This design comes from an exercise in tuning for a short achievable clock period, few clock cycles and low power on the open sky130 flow, not from production work.
In this exercise RTL edits were held to simulation tests only and were not proved equivalent to the original.
Power is estimated from default activity; no workload was simulated.

==> design.v <==
package cpu_pkg;
    parameter int WORD_W    = 16;
    parameter int BYTE_W    = 8;
    parameter int PADDR_W   = 20;
    parameter int REG_IDX_W = 3;
endpackage
`timescale 1ns/100ps
import cpu_pkg::*;
module core_top #(
    parameter logic [cpu_pkg::PADDR_W-1:0] CODE_BASE   = '0,
    parameter logic [cpu_pkg::PADDR_W-1:0] DATA_BASE   = 20'h01000,
    parameter logic [cpu_pkg::PADDR_W-1:0] STACK_BASE  = 20'h02000,
    parameter logic [cpu_pkg::WORD_W-1:0]  SP_INIT     = 16'h0100,
    parameter int                          QUEUE_DEPTH = 4
) (
    input  logic                        clk,
    input  logic                        rst,
    output logic [cpu_pkg::PADDR_W-1:0] rom_addr,
    input  logic [cpu_pkg::BYTE_W-1:0]  rom_data,
    output logic                        mem_en,
    output logic                        mem_we,
    output logic [cpu_pkg::PADDR_W-1:0] mem_addr,
    output logic [cpu_pkg::WORD_W-1:0]  mem_wdata,
    input  logic [cpu_pkg::WORD_W-1:0]  mem_rdata,
    output logic                        halted
);
    localparam int PC_W = 12;
    localparam logic [2:0] S_OP    = 3'd0;
    localparam logic [2:0] S_MODRM = 3'd1;
    localparam logic [2:0] S_D1    = 3'd2;
    localparam logic [2:0] S_D2    = 3'd3;
    localparam logic [2:0] S_HALT  = 3'd4;
    localparam logic [2:0] K_IMM  = 3'd1;
    localparam logic [2:0] K_RR   = 3'd2;
    localparam logic [2:0] K_LD   = 3'd3;
    localparam logic [2:0] K_ST   = 3'd4;
    localparam logic [2:0] K_PUSH = 3'd5;
    localparam logic [2:0] K_POP  = 3'd6;
    logic [PC_W-1:0]    pc;
    logic [2:0]         st;
    logic               f_two;      
    logic               f_sext;     
    logic               f_opd;      
    logic               f_opw;      
    logic               x_valid;
    logic [2:0]         x_kind;
    logic               x_w;
    logic [2:0]         x_dst;
    logic [2:0]         x_src;
    logic [4:0]         x_use;      
    logic [WORD_W-1:0]  x_data;     
    logic               m_en;
    logic               m_we;
    logic               m_stack;
    logic [WORD_W-1:0]  m_a;
    logic [WORD_W-1:0]  m_wd;
    logic               ld1_v;
    logic [2:0]         ld1_dst;
    logic               ld2_v;
    logic [2:0]         ld2_dst;
    logic [WORD_W-1:0]  regs [8];
    logic               is_imm, is_rr, is_ld, is_st, is_push, is_pop, is_mem;
    logic [2:0]         src_p;
    logic [2:0]         dst_p;
    logic [7:0]         touch;
    logic [7:0]         pend;
    logic               stall;
    logic               go;
    logic               fen;
    logic [WORD_W-1:0]  rv;
    logic [BYTE_W-1:0]  rb;
    logic [WORD_W-1:0]  xv;
    logic [WORD_W-1:0]  wbus;
    logic [WORD_W-1:0]  base_b;
    logic [WORD_W-1:0]  base_i;
    logic [WORD_W-1:0]  ea;
    logic               xw;
    assign is_imm  = (x_kind == K_IMM);
    assign is_rr   = (x_kind == K_RR);
    assign is_ld   = (x_kind == K_LD);
    assign is_st   = (x_kind == K_ST);
    assign is_push = (x_kind == K_PUSH);
    assign is_pop  = (x_kind == K_POP);
    assign is_mem  = is_ld | is_st | is_push | is_pop;
    assign src_p = x_w ? x_src : {1'b0, x_src[1:0]};
    assign dst_p = x_w ? x_dst : {1'b0, x_dst[1:0]};
    always_comb begin
        touch = '0;
        if (is_rr || is_st || is_push) touch[src_p] = 1'b1;
        if (is_imm || is_rr)           touch[dst_p] = 1'b1;
        touch[3] = touch[3] | x_use[0];
        touch[5] = touch[5] | x_use[1];
        touch[6] = touch[6] | x_use[2];
        touch[7] = touch[7] | x_use[3];
        touch[4] = touch[4] | x_use[4];
        pend = '0;
        if (ld1_v) pend[ld1_dst] = 1'b1;
        if (ld2_v) pend[ld2_dst] = 1'b1;
    end
    assign stall = x_valid && ((|(touch & pend)) || (ld2_v && (is_imm || is_rr)));
    assign go    = x_valid && !stall;
    assign fen   = !stall;
    assign rv = regs[src_p];
    assign rb = x_src[2] ? rv[15:8] : rv[7:0];
    always_comb begin
        if (is_imm) xv = x_w ? x_data : {x_data[7:0], x_data[7:0]};
        else        xv = x_w ? rv : {rb, rb};
    end
    assign xw   = go && (is_imm || is_rr);
    assign wbus = ld2_v ? mem_rdata : xv;
    assign base_b = ({WORD_W{x_use[0]}} & regs[3]) |
                    ({WORD_W{x_use[1]}} & regs[5]) |
                    ({WORD_W{x_use[4]}} & regs[4]);
    assign base_i = ({WORD_W{x_use[2]}} & regs[6]) |
                    ({WORD_W{x_use[3]}} & regs[7]);
    assign ea     = base_b + base_i + x_data;
    always_ff @(posedge clk) begin
        m_a     <= ea;
        m_we    <= is_st || is_push;
        m_stack <= is_push || is_pop;
        m_wd    <= rv;
    end
    always_ff @(posedge clk or negedge rst) begin
        if (!rst) begin
            m_en  <= 1'b0;
            ld1_v <= 1'b0;
            ld2_v <= 1'b0;
        end else begin
            m_en  <= go && is_mem;
            ld1_v <= go && (is_ld || is_pop);
            ld2_v <= ld1_v;
        end
    end
    always_ff @(posedge clk) begin
        ld1_dst <= x_dst;
        ld2_dst <= ld1_dst;
    end
    always_ff @(posedge clk or negedge rst) begin
        if (!rst) begin
            for (int i = 0; i < 8; i++) begin
                regs[i] <= (i == 4) ? SP_INIT : '0;
            end
        end else begin
            for (int i = 0; i < 8; i++) begin
                if ((ld2_v && ld2_dst == 3'(i)) ||
                    (xw && dst_p == 3'(i) && (x_w || !x_dst[2]))) begin
                    regs[i][7:0] <= wbus[7:0];
                end
                if ((ld2_v && ld2_dst == 3'(i)) ||
                    (xw && dst_p == 3'(i) && (x_w || x_dst[2]))) begin
                    regs[i][15:8] <= wbus[15:8];
                end else if (i == 4 && go && is_push) begin
                    regs[i] <= regs[i] - WORD_W'(2);
                end else if (i == 4 && go && is_pop) begin
                    regs[i] <= regs[i] + WORD_W'(2);
                end
            end
        end
    end
    logic [BYTE_W-1:0]  b;
    logic               done;
    logic [1:0]         skip;
    logic               direct;
    assign b = rom_data;
    assign direct = (b[7:6] == 2'b00) && (b[2:0] == 3'b110);
    always_comb begin
        done = 1'b0;
        skip = 2'd0;
        case (st)
            S_OP:    done = (b[7:4] == 4'h5);
            S_MODRM: begin
                done = (b[7:6] == 2'b11) ||
                       (f_opw && b[7:6] == 2'b00 && b[2:0] != 3'b110);
                if (!f_opw && b[7:6] != 2'b11) begin
                    skip = (b[7:6] == 2'b01) ? 2'd1 :
                           (b[7:6] == 2'b10 || direct) ? 2'd2 : 2'd0;
                end
            end
            S_D1:    done = !f_two;
            S_D2:    done = 1'b1;
            default: done = 1'b0;
        endcase
    end
    always_ff @(posedge clk or negedge rst) begin
        if (!rst) begin
            pc      <= '0;
            st      <= S_OP;
            x_valid <= 1'b0;
            halted  <= 1'b0;
        end else begin
            halted <= (st == S_HALT) ||
                      (fen && st == S_OP && b == 8'hF4 && !(x_valid && is_mem));
            if (fen) begin
                x_valid <= done;
                if (st != S_HALT) begin
                    pc <= pc + PC_W'(skip) + PC_W'(1);
                end
                case (st)
                    S_OP: begin
                        if (b[7:2] == 6'b100010)      st <= S_MODRM;
                        else if (b[7:4] == 4'hB)      st <= S_D1;
                        else if (b == 8'hA1 || b == 8'hA3) st <= S_D1;
                        else if (b == 8'hF4)          st <= S_HALT;
                    end
                    S_MODRM: begin
                        if (!done && skip == 2'd0 && (f_opw || b[7:6] == 2'b11)) st <= S_D1;
                        else                          st <= S_OP;
                    end
                    S_D1: begin
                        st <= f_two ? S_D2 : S_OP;
                    end
                    S_D2: begin
                        st <= S_OP;
                    end
                    default: st <= S_HALT;
                endcase
            end
        end
    end
    always_ff @(posedge clk) begin
        if (fen) begin
            case (st)
                S_OP: begin
                    f_opd  <= b[1];
                    f_opw  <= b[0];
                    f_sext <= 1'b0;
                    x_dst  <= b[2:0];
                    x_src  <= b[2:0];
                    x_w    <= 1'b1;
                    x_use  <= 5'b10000;
                    if (b[7:4] == 4'hB) begin
                        x_kind <= K_IMM;
                        x_w    <= b[3];
                        f_two  <= b[3];
                    end else begin
                        x_kind <= b[1] ? K_ST : K_LD;
                        x_dst  <= 3'd0;
                        x_src  <= 3'd0;
                        f_two  <= 1'b1;
                        x_use  <= 5'b00000;
                    end
                    if (b[7:4] == 4'h5) begin
                        x_kind <= b[3] ? K_POP : K_PUSH;
                        x_dst  <= b[2:0];
                        x_src  <= b[2:0];
                        x_use  <= 5'b10000;
                    end
                    x_data <= b[3] ? 16'h0000 : 16'hFFFE;
                end
                S_MODRM: begin
                    x_w    <= f_opw;
                    f_sext <= (b[7:6] == 2'b01);
                    f_two  <= (b[7:6] != 2'b01);
                    x_data <= '0;
                    if (b[7:6] == 2'b11) begin
                        x_kind <= K_RR;
                        x_dst  <= f_opd ? b[5:3] : b[2:0];
                        x_src  <= f_opd ? b[2:0] : b[5:3];
                    end else begin
                        x_kind <= f_opd ? K_LD : K_ST;
                        x_dst  <= b[5:3];
                        x_src  <= b[5:3];
                    end
                    case (b[2:0])
                        3'd0:    x_use <= 5'b00101;
                        3'd1:    x_use <= 5'b01001;
                        3'd2:    x_use <= 5'b00110;
                        3'd3:    x_use <= 5'b01010;
                        3'd4:    x_use <= 5'b00100;
                        3'd5:    x_use <= 5'b01000;
                        3'd6:    x_use <= direct ? 5'b00000 : 5'b00010;
                        default: x_use <= 5'b00001;
                    endcase
                end
                S_D1: begin
                    x_data[7:0] <= b;
                    if (f_sext) x_data[15:8] <= {BYTE_W{b[7]}};
                end
                S_D2: begin
                    x_data[15:8] <= b;
                end
                default: ;
            endcase
        end
    end
    assign rom_addr  = PADDR_W'(CODE_BASE << 4) + PADDR_W'(pc);
    assign mem_en    = m_en;
    assign mem_we    = m_we;
    assign mem_addr  = (m_stack ? STACK_BASE : DATA_BASE) + PADDR_W'(m_a);
    assign mem_wdata = m_wd;
endmodule
==> run.sh <==
#!/bin/bash
# synth_recipe.tcl (not shown) runs the flow's synth.tcl, then flattens the netlist and writes it again
# the make line also repeats each setting of config.mk as NAME=value (left out here)
make -C /OpenROAD-flow-scripts/flow DESIGN_CONFIG=/design/flow/config.mk WORK_HOME=/design/flow/orfs CLKGATE_MAP_FILE= SYNTH_SCRIPT=/design/flow/synth_recipe.tcl finish
==> config.mk <==
export PLATFORM = sky130hd
export DESIGN_NAME = core_top
export DESIGN_NICKNAME = core_top
export VERILOG_FILES = /design/flow/design.v
export SDC_FILE = /design/flow/constraint.sdc
export NUM_CORES = 4
export LEC_CHECK = 0
export CAP_MARGIN = 20
export CORE_MARGIN = 2
export CORE_UTILIZATION = 40
export SLEW_MARGIN = 20
==> constraint.sdc <==
create_clock -name core_clock -period 8.0 [get_ports {clk}]
set_input_delay 1.6000 -clock core_clock [delete_from_list [all_inputs] [get_ports {clk}]]
set_output_delay 1.6000 -clock core_clock [all_outputs]
set_load 0.01 [all_outputs]
==> reports/results.ini, run 1 <==
[cts]
cts_resized = 0
clock_path_buffers = 3
cts_tree = done
root_buffer = clkbuf_16
worstSkewPairLatency_ps = 540
h-tree-depth = 1
ctsHoldBuffers = 0
cts_made_buffers = 27
cts.sinks = 223
post_cts.repair.setup_buffers = 0
clk_pin_slew_ps = 60

[logic_synthesis]
syn-cell-area_um2 = 13300
synth_cells = 1253
ys_async_sr_fraction_pct = 66.4
synth_ff_type = dfrtp_1
ys_warn_count = 2
synth_edf_count = 35
yosysSeqAreaShare_pct = 41.7
ys_types = 85
syn-mean-instance-area_um2 = 10.6
synth-seq-cells = 223

[timing]
setup_tns_ps = 0
setup_viol = 0
fin_crit_ps = 5180
worst_slew_pin_slew_ps = 1100
fin_worst_skew_ps = 19.5
fin_crit_sh_pct = 64.7
rsz0062_at_grt = no
drv_slew = 0
relSlewSlack_pct = 26.6
hold_viol = 0
max_freq_mhz = 193

[cells_and_area]
nNetsFinal = 1378
drive_gt1_share_pct = 18.4
antenna_cells = 0
syn2layout_area_growth_pct = 14.4
fillers = 3104

[setup_path]
cp.required_ps = 8410
cp_max_fo = 33
r2r_slack_ps = 2820
start_kind = register
end_kind = register
crit_type = register to register
worstPathArrival_ps = 5590

[power]
peakVddDrop_mv = 0.190
p_leak_nw = 6.50
total_power_mw = 2.50
power_density_nw_per_um2 = 164

[die]
die_area_um2 = 34800
fp-row-count = 66
start_util_pct = 40.8
core_area_um2 = 32700
die_h_um = 187
die_x_um = 187
ios = 85

[routing]
drt_iter0_drc = 938
ant_nets = 0
drc_errors = 0
dr.pass1.iters = 6
viasPerCell = 5.88
vias = 10300
wl_um = 40300
wire_per_inst_um = 23.0

[grt]
antenna_found_initial = 0
track_usage_pct = 23.0
grt_pass1_wl_um = 62200
grt_pass1_vias = 10100
grt_max_degree = 80
overflow = 0

[job]
drv_cap = 0

[hold_path]
hold_path_class = register to register

[status]
outcome = timing/DRC/antenna clean

[placed_design]
hpwl_um = 28200
numPortBuffers = 73
place_congestion = 0.883

state kept, by name (all words and copies together), names as in the netlist, 3 cells and up:
signal,cells
ld1_dst,3
ld2_dst,3
m_a,16
m_wd,16
pc,12
regs,128
st,3
x_data,16
x_dst,3
x_kind,3
x_src,3
x_use,5
worst max-delay path, stage by stage, from the launching register on:
cell and delay, ps:
edfxtp_1 360, buf_4 260, nand2_1 130, clkinv_1 650, ha_1 680, a21oi_1 220, a32oi_1 80, o211ai_1 470
or3_1 860, nor3_2 170, a31oi_2 760, mux2_2 410
per-stage QoR:
stage / hold WS, ps / cells / util (%) / setup slack (ps) / instance area, um2
3_3_place_gp: 423 / 1702 / 43.7 / 2930 / 14300
5_1_grt: 450 / 1756 / 46.6 / 2490 / 15300
6_report: 432 / 1756 / 46.6 / 2820 / 15300
4_1_cts: 435 / 1754 / 46.6 / 2850 / 15200
2_1_floorplan: 382 / 1263 / - / 4390 / 13400
3_5_place_dp: 423 / 1705 / 43.8 / 2860 / 14300
per-layer routing:
layer,vias up,wire (um),global-route usage [%]
met4,0,1190,6.75
met3,70,3050,3.93
li1,4673,-,-
met5,-,0,0
met2,455,18700,37.6
met1,5134,17400,31.3
path summary, 6_finish.rpt:
check,startpoint,endpoint,cells after the start
max,x_w$_DFFE_PP_,regs[2][13]$_DFFE_PN0P_,11
min,ld1_dst[1]$_DFF_P_,ld2_dst[1]$_DFF_P_,0
max reg2reg,x_w$_DFFE_PP_,regs[2][13]$_DFFE_PN0P_,11
min reg2reg,ld1_dst[1]$_DFF_P_,ld2_dst[1]$_DFF_P_,0
max in group asynchronous,rst,pc[10]$_DFFE_PN0P_,2
min in group asynchronous,rst,regs[2][1]$_DFFE_PN0P_,1
cell type report:
type                            instances  area [um2]  share of cell area (%)
Clock inverter                         15         193                    1.26
Clock buffer                           34         742                    4.86
Tap cell                              442         553                    3.63
Timing Repair Buffer                   96         897                    5.88
Sequential cell                       223        5560                    36.4
Inverter                               94         353                    2.31
Multi-Input combinational cell        852        6960                    45.6
placed cells by master (no fill, tap or decap), types with 17 or more instances in the layout:
master             n
a21oi_1           40
a221oi_1          18
a222oi_1          17
a22oi_1           30
a31oi_1           20
and3_1            25
buf_4             18
clkbuf_16         27
clkdlybuf4s50_1   72
dfrtp_1          147
dfxtp_1           40
edfxtp_1          35
fa_1              18
ha_1              40
inv_1             92
mux2_2           132
mux2i_1           58
nand2_1           55
nor2_1            69
nor3_1            23
o21ai_0           36
xnor2_1           26
cell usage after synthesis, types with 20 or more instances:
master    count  area share (%)
edfxtp_1     35             7.9
and3_1       25             1.2
xnor2_1      26             1.7
dfrtp_1     147              28
a22oi_1      30             1.7
nand2_1      55             1.5
o21ai_0      36             1.4
inv_1        92             2.6
a21oi_1      40             1.5
nor3_1       23            0.86
nor2_1       69             1.9
dfxtp_1      40             6.0
ha_1         40             3.8
mux2i_1      58             4.4
mux2_2      132              11
a31oi_1      20            0.94
clkbuf_1     48             1.4
buf_4        25             1.4
cells by family (layout without fill, tap and decap cells):
| family | Yosys count | in the layout | share of synthesized area, % |
|---|---|---|---|
| compound gates | 279 | 279 | 16.3 |
| simple gates | 278 | 278 | 11.0 |
| flops | 223 | 223 | 41.7 |
| mux | 191 | 191 | 15.7 |
| buf+inv | 188 | 239 | 6.43 |
| fa+ha+maj | 58 | 58 | 6.46 |
| xor+xnor | 35 | 35 | 2.44 |
| other cells | 1 | 11 | 0.0281 |
power by group:
part	total, mW	internal (mW)	switching, mW	leakage (nW)
clock network	1.29	0.787	0.503	0.459
logic	0.0552	0.0177	0.0375	3.63
registers	1.15	1.15	0.000366	2.42
total	2.50	1.95	0.541	6.50
Testbench counts, summed over its fixed seeds: cycles 32,000.
==> inputs of run 2 (changes only) <==
--- a/config.mk
+++ b/config.mk
@@ -6,4 +6,5 @@
 export NUM_CORES = 4
 export LEC_CHECK = 0
+export ABC_CLOCK_PERIOD_IN_PS = 3000
 export CAP_MARGIN = 20
 export CORE_MARGIN = 2
==> run 2 against run 1 <==
Effect of this change: via count unchanged; flip-flop and latch count did not move; maximum frequency is the same; clock skew unchanged; critical endpoint unchanged; non-clock buffer count unchanged; area after synthesis stayed put; cell count stayed put; sequential power is essentially flat; worst setup slack is the same; worst hold slack unchanged; first-iteration DRC count unchanged.
==> reports/results.ini, run 2 <==
[status]
outcome = timing/DRC/antenna clean

[grt]
overflow = 0  ; unchanged
grt_pass1_wl_um = 62200  ; unchanged
antenna_found_initial = 0  ; unchanged
grt_pass1_vias = 10100  ; unchanged
grt_max_degree = 80  ; unchanged
track_usage_pct = 23.0  ; unchanged

[setup_path]
crit_type = register to register
reg2regPathDepth = 11  ; unchanged
path_depth = 11  ; unchanged
worstReg2RegEnd = regs[2][13]$_DFFE_PN0P_
critPathTopFamily = compound AO/OA/AOI/OAI gates
start_kind = register
path_buf_inv = 2  ; unchanged
timing.rr.start = x_w$_DFFE_PP_
path_cells = buf_4, nand2_1, clkinv_1, ha_1, a21oi_1, a32oi_1, o211ai_1, or3_1, nor3_2, a31oi_2, mux2_2
r2r_slack_ps = 2820  ; about the same
end_kind = register
cpPeakStageDelay_ps = 860  ; about the same
cp_max_fo = 33  ; unchanged
critPathCapture = regs[2][13]$_DFFE_PN0P_
worstPathArrival_ps = 5590  ; about the same
cp.required_ps = 8410  ; about the same
critPathSlowestCell = or3_1
crit_start = x_w$_DFFE_PP_

[cts]
clock_path_buffers = 3  ; unchanged
post_cts.repair.setup_buffers = 0  ; unchanged
cts_made_buffers = 27  ; unchanged
ctsHoldBuffers = 0  ; unchanged
worstSkewPairLatency_ps = 540  ; about the same
cts_tree = done
cts.sinks = 223  ; unchanged
cts_resized = 0  ; unchanged
h-tree-depth = 1  ; unchanged
root_buffer = clkbuf_16
clk_pin_slew_ps = 60  ; about the same

[die]
start_util_pct = 40.8  ; unchanged
die_h_um = 187  ; unchanged
fp-row-count = 66  ; unchanged
die_area_um2 = 34800  ; unchanged
die_x_um = 187  ; unchanged
core_area_um2 = 32700  ; unchanged
ios = 85  ; unchanged

[logic_synthesis]
synth.most_common_cell = dfrtp_1
synth_top_family_by_area = compound AO/OA/AOI/OAI gates
ys_top_cells_by_area = dfrtp_1 (28%), mux2_2 (11%), edfxtp_1 (7.9%)
yosysSeqAreaShare_pct = 41.7  ; unchanged
synth_compound_area_share_pct = 16.3  ; unchanged
synth_common_cells = dfrtp_1 (147), mux2_2 (132), inv_1 (92), nor2_1 (69), mux2i_1 (58)
synth_cells = 1253  ; unchanged
yosysTopAreaCell = dfrtp_1
synth-simple-area-share_pct = 11.0  ; unchanged
syn-cell-area_um2 = 13300  ; unchanged
ys_types = 85  ; unchanged
synth_ff_type = dfrtp_1
ys_warn_count = 2  ; unchanged
synthMuxAreaShare_pct = 15.7  ; unchanged
syn-mean-instance-area_um2 = 10.6  ; unchanged
synth_edf_count = 35  ; unchanged
synth_top_area_share_pct = 27.6  ; unchanged
synth_adder_area_share_pct = 6.46  ; unchanged
synth-seq-cells = 223  ; unchanged
ys_async_sr_fraction_pct = 66.4  ; unchanged
synth_xor_area_share_pct = 2.44  ; unchanged

[timing]
drv_slew = 0  ; unchanged
whs_ps = 432  ; unchanged
fin_crit_ps = 5180  ; unchanged
relSlewSlack_pct = 26.6  ; unchanged
worst_slack_ps = 2820  ; unchanged
fin_crit_sh_pct = 64.7  ; unchanged
setup_viol = 0  ; unchanged
max_freq_mhz = 193  ; unchanged
hold_viol = 0  ; unchanged
fin_worst_skew_ps = 19.5  ; unchanged
setup_tns_ps = 0  ; unchanged
rsz0062_at_grt = no
worst_slew_pin_slew_ps = 1100  ; unchanged

[hold_path]
holdCritStartpoint = ld1_dst[1]$_DFF_P_
hold_path_class = register to register
hold_depth = 0  ; unchanged

[cells_and_area]
drive_gt1_share_pct = 18.4  ; unchanged
syn2layout_area_growth_pct = 14.4  ; unchanged
finalCoreUtilization_pct = 46.6  ; unchanged
regMostFlops = regs
layout_common_cells = dfrtp_1 (147), mux2_2 (132), inv_1 (92)
design_area_um2 = 15300  ; unchanged
nNetsFinal = 1378  ; unchanged
instances_no_fill = 1756  ; unchanged
antenna_cells = 0  ; unchanged
largest_reg_flops = 128  ; unchanged
final_common_cell = dfrtp_1
fillers = 3104  ; unchanged

[routing]
vias = 10300  ; unchanged
drt_iter0_drc = 938  ; unchanged
viasPerCell = 5.88  ; unchanged
ant_nets = 0  ; unchanged
dr.pass1.iters = 6  ; unchanged
wl_um = 40300  ; unchanged
drc_errors = 0  ; unchanged
wire_per_inst_um = 23.0  ; unchanged

[job]
drv_cap = 0  ; unchanged

[power]
power.net_switching_mw = 0.541  ; unchanged
p_int_mw = 1.95  ; unchanged
peakVddDrop_mv = 0.190  ; unchanged
total_power_mw = 2.50  ; unchanged
pwr-share-comb_pct = 2.2  ; about the same
p_clk_share_pct = 51.7  ; about the same
sw_frac_of_total_pct = 21.7  ; unchanged
power_density_nw_per_um2 = 164  ; unchanged
seqPwrFrac_pct = 46.1  ; about the same
p_leak_nw = 6.50  ; unchanged

[placed_design]
dp_slack_ps = 2860  ; unchanged
dpl_cell_area_um2 = 14300  ; unchanged
dp.cells = 1705  ; unchanged
hpwl_um = 28200  ; unchanged
numPortBuffers = 73  ; unchanged
place_congestion = 0.883  ; unchanged

==> run 2: cell type report <==
cell class                 instances  area, um2  share of cell area [%]
multi-input combinational        852       6960                    45.6
sequential                       223       5560                    36.4
timing repair buffer              96        897                    5.88
clock buffer                      34        742                    4.86
tap                              442        553                    3.63
inverter                          94        353                    2.31
clock inverter                    15        193                    1.26
==> run 2: how the worst min path moves through the flow <==
stage / endpoint / slack [ps]
6_report: ld2_dst[1]$_DFF_P_ / 430
4_1_cts: ld2_dst[1]$_DFF_P_ / 430
3_5_place_dp: ld2_dst[1]$_DFF_P_ / 420
5_1_grt: ld2_dst[1]$_DFF_P_ / 450
2_1_floorplan: ld2_dst[1]$_DFF_P_ / 380
3_3_place_gp: ld2_dst[1]$_DFF_P_ / 420
==> run 2: metal layers <==
metal | track usage [%] | vias up | wire [um]
met1 | 31.3 | 5134 | 17400
met2 | 37.6 | 455 | 18700
li1 | - | 4673 | -
met4 | 6.75 | 0 | 1190
met3 | 3.93 | 70 | 3050
met5 | 0 | - | 0
==> run 2: power by group through the flow <==
stage                     Sequential, mW  Combinational (mW)  Clock, mW
after global routing                1.15              0.0617       1.35
after global placement              1.17              0.0556          0
final                               1.15              0.0552       1.29
after floorplan                     1.17              0.0229          0
after CTS                           1.15              0.0561       1.31
after detailed placement            1.17              0.0558          0
==> run 2: cells by family (layout without fill, tap and decap cells) <==
family / count (synthesis) / count (layout)
compound gates: 279 / 279
simple gates: 278 / 278
flops: 223 / 223
mux: 191 / 191
buf+inv: 188 / 239
fa+ha+maj: 58 / 58
xor+xnor: 35 / 35
other cells: 1 / 11
==> inputs of run 3 (changes only) <==
--- a/config.mk
+++ b/config.mk
@@ -10,3 +10,4 @@
 export CORE_MARGIN = 2
 export CORE_UTILIZATION = 40
+export SETUP_SLACK_MARGIN = 5
 export SLEW_MARGIN = 20
==> run 3 against run 2 <==
Effect of this change: still clean; first-iteration DRC count is 42% higher; synthesized cell count unchanged; flip-flop and latch count unchanged; sequential power about the same; largest cell class unchanged; largest power group unchanged.
==> reports/results.ini, run 3 <==
[timing]
worst_slew_pin_slew_ps = 1010  ; -87.2 ps
worst_slack_ps = 4400  ; +1580 ps
whs_ps = 407  ; -25.1 ps
fin_crit_ps = 3600  ; -1580 ps
drv_slew = 0  ; unchanged
rsz0062_at_grt = yes
setup_viol = 0  ; unchanged
relSlewSlack_pct = 30.6  ; +4.1 points
hold_viol = 0  ; unchanged
fin_crit_sh_pct = 45.0  ; -20 points
fin_worst_skew_ps = 11.8  ; -7.64 ps
max_freq_mhz = 278  ; +44%
setup_tns_ps = 0  ; unchanged

[setup_path]
r2r_slack_ps = 4400  ; +1580 ps
crit_type = register to register
critPathMostFrequentCell = a21o_1
reg2regPathDepth = 13  ; +2
worstPathArrival_ps = 4070  ; -1520 ps
worstReg2RegEnd = m_a[14]$_DFF_P_
path_buf_inv = 2  ; unchanged
cpPeakStageDelay_ps = 680  ; -180 ps
timing.rr.start = x_use[4]$_SDFFCE_PP0P_
cp.required_ps = 8470  ; +60 ps
critPathTopFamily = compound AO/OA/AOI/OAI gates
cp_max_fo = 17  ; -48%
critPathSlowestCell = a222oi_1
path_cells = buf_4, a222oi_1, fa_1, inv_1, ha_1, a21o_1, a21o_1, a21oi_2, o21ai_2, a211oi_2, o31ai_2, a21oi_1, xnor2_1
end_kind = register
start_kind = register

[cells_and_area]
design_area_um2 = 17800  ; +17%
drive_gt1_share_pct = 33.9  ; +16 points
syn2layout_area_growth_pct = 33.7
layout_common_cells = dfrtp_1 (146), inv_1 (86), mux2_2 (82)
final_common_cell = dfrtp_1
largest_reg_flops = 128  ; unchanged
nNetsFinal = 1497  ; +8.6%
antenna_cells = 0  ; unchanged
instances_no_fill = 1874  ; +6.7%
register_area_um2 = 5570  ; +0.32%
fillers = 2802  ; -9.7%
finalCoreUtilization_pct = 54.5  ; +7.9 points
multi_input_area_um2 = 8170  ; +17%
regMostFlops = regs

[placed_design]
place_congestion = 0.908  ; +2.9%
dp.cells = 1702  ; -0.18%
hpwl_um = 28600  ; +1.6%
dp_slack_ps = 3270  ; +407 ps
numPortBuffers = 73  ; unchanged
dpl_cell_area_um2 = 14500  ; +1.4%

[grt]
track_usage_pct = 24.9  ; +2.0 points
grt_pass1_wl_um = 67700  ; +8.9%
grt_max_degree = 76  ; -5.0%
overflow = 0  ; unchanged
grt_pass1_vias = 11100  ; +9.9%
antenna_found_initial = 1  ; +1

[hold_path]
hold_path_class = register to register
whs_endpoint = ld2_dst[0]$_DFF_P_
hold_depth = 0  ; unchanged
holdCritStartpoint = ld1_dst[0]$_DFF_P_

[power]
total_power_mw = 2.51  ; +0.43%
power.net_switching_mw = 0.548  ; +1.2%
p_leak_nw = 7.72  ; +19%
pwr-share-comb_pct = 2.3  ; about the same
sw_frac_of_total_pct = 21.9  ; +0.17 points
peakVddDrop_mv = 0.149  ; -22%
p_int_mw = 1.96  ; +0.21%
seqPwrFrac_pct = 45.8  ; -0.3 points
p_clk_share_pct = 51.9  ; +0.2 points
power_density_nw_per_um2 = 141  ; -14%

[cts]
root_buffer = clkbuf_16
cts.sinks = 223  ; unchanged
cts_made_buffers = 27  ; unchanged
ctsHoldBuffers = 0  ; unchanged
clock_path_buffers = 3  ; unchanged
clk_pin_slew_ps = 60  ; about the same
worstSkewPairLatency_ps = 540  ; about the same
cts_tree = done
h-tree-depth = 1  ; unchanged

[logic_synthesis]
syn-cell-area_um2 = 13300  ; unchanged
synth_common_cells = dfrtp_1 (147), mux2_2 (132), inv_1 (92), nor2_1 (69), mux2i_1 (58)
synth-seq-cells = 223  ; unchanged
synth_top_area_share_pct = 27.6  ; unchanged
synth_top_family_by_area = compound AO/OA/AOI/OAI gates
synth.most_common_cell = dfrtp_1
synth_xor_area_share_pct = 2.44  ; unchanged
yosysSeqAreaShare_pct = 41.7  ; unchanged
synth_cells = 1253  ; unchanged
synth-simple-area-share_pct = 11.0  ; unchanged
ys_top_cells_by_area = dfrtp_1 (28%), mux2_2 (11%), edfxtp_1 (7.9%)
ys_types = 85  ; unchanged
ys_async_sr_fraction_pct = 66.4  ; unchanged
yosysTopAreaCell = dfrtp_1
syn-mean-instance-area_um2 = 10.6  ; unchanged
synth_adder_area_share_pct = 6.46  ; unchanged
synthMuxAreaShare_pct = 15.7  ; unchanged
synth_ff_type = dfrtp_1
synth_compound_area_share_pct = 16.3  ; unchanged
ys_warn_count = 2  ; unchanged
synth_edf_count = 35  ; unchanged

[routing]
wl_um = 45300  ; +12%
wire_per_inst_um = 24.2  ; +5.2%
drt_iter0_drc = 1335  ; +42%
dr.pass1.iters = 6  ; unchanged
vias = 11300  ; +9.5%
viasPerCell = 6.04  ; +2.6%
ant_nets = 0  ; unchanged
drc_errors = 0  ; unchanged

[die]
start_util_pct = 40.8  ; unchanged
fp-row-count = 66  ; unchanged
core_area_um2 = 32700  ; unchanged
die_x_um = 187  ; unchanged
die_area_um2 = 34800  ; unchanged
ios = 85  ; unchanged
die_h_um = 187  ; unchanged

[job]
drv_cap = 0  ; unchanged

[status]
outcome = timing/DRC/antenna clean

## run 3: cell counts after synthesis
Identical to the previous run, type by type.
## run 3: kinds of logic (layout without fill, tap and decap cells)
kind of cell,count (synthesis),in the layout
DFF,223,223
other,1,11
muxes,191,191
AOI/OAI and AO/OA,279,279
buffers and inverters,188,352
and+or+nand+nor,278,283
adders and majority gates,58,58
xor gates and xnor gates,35,35
## run 3: power groups by stage
stage | registers (mW) | clock network, mW | logic, mW
finish | 1.15 | 1.30 | 0.0577
global route | 1.15 | 1.36 | 0.0637
CTS | 1.15 | 1.31 | 0.0583
detailed placement | 1.17 | 0 | 0.0575
global placement | 1.17 | 0 | 0.0575
floorplan | 1.17 | 0 | 0.0249
## run 3: final cells by class
| cell class | count | share of cell area, % |
|---|---|---|
| multi-input cells | 857 | 45.8 |
| flip-flops and latches | 223 | 31.3 |
| repair buffers | 210 | 12.3 |
| clock buffers | 31 | 4.16 |
| well taps | 442 | 3.10 |
| inverters | 94 | 2.17 |
| clock inverters | 17 | 1.11 |
## run 3: how the worst max path moves through the flow
stage | from | end | cells past startpoint
after global placement | x_w$_DFFE_PP_ | regs[2][14]$_DFFE_PN0P_ | 11
after floorplan | x_dst[2]$_DFFE_PP_ | regs[5][0]$_DFFE_PN0P_ | 11
after CTS | x_use[0]$_SDFFCE_PN0P_ | m_a[14]$_DFF_P_ | 13
final | x_use[4]$_SDFFCE_PP0P_ | m_a[14]$_DFF_P_ | 13
after detailed placement | x_src[2]$_DFFE_PP_ | regs[2][14]$_DFFE_PN0P_ | 10
after global routing | x_use[1]$_SDFFCE_PN0P_ | m_a[14]$_DFF_P_ | 13
## run 3: per-layer routing
layer	GRT usage (%)	part of all wire, %	vias up
met5	0	0	-
met4	11.4	4.9	0
met3	4.36	8.3	147
met2	40.3	47	606
met1	32.8	40	5638
li1	-	-	4927
## run 3: what timing repair did
item | 4_1_cts | 5_1_grt
buffers inserted | 86 | 28
pin swaps | 63 | 56
cloned | 8 | 2
resized for setup | 215 | 103
setup endpoints to repair | 240 | 209

==> afterwards: timing with drivers on the ports <==
The results above use ideal ports. As a check the final layouts listed here were re-extracted and re-timed, cells and wires unchanged.
Step 1 sets driving cells, clkbuf_16 on the clock port and buf_2 on the other inputs (assumed; they add their load-dependent delay and slew).
Step 2 adds t to the input delays and takes it off the output delays; t is the mean of the earliest and latest rising clock arrival at the registers after step 1. Input paths then give back, and output paths get back, about the clock's delay inside the block.
a / b / c = no drivers / after step 1 / after step 2; a / b = the first two.
run | t, ns | setup WS [ns] | worst register clock-pin slew, ns
run 1 | 0.583 | 2.821 / 2.821 / 2.821 | 0.06 / 0.06
run 2 | 0.583 | 2.821 / 2.821 / 2.821 | 0.06 / 0.06
run 3 | 0.582 | 4.399 / 4.399 / 4.396 | 0.06 / 0.06
After both steps every run listed still meets setup and hold. The setup slack of run 3, which loses most, moves by 0.000 ns with the drivers and by -0.003 ns with both steps.
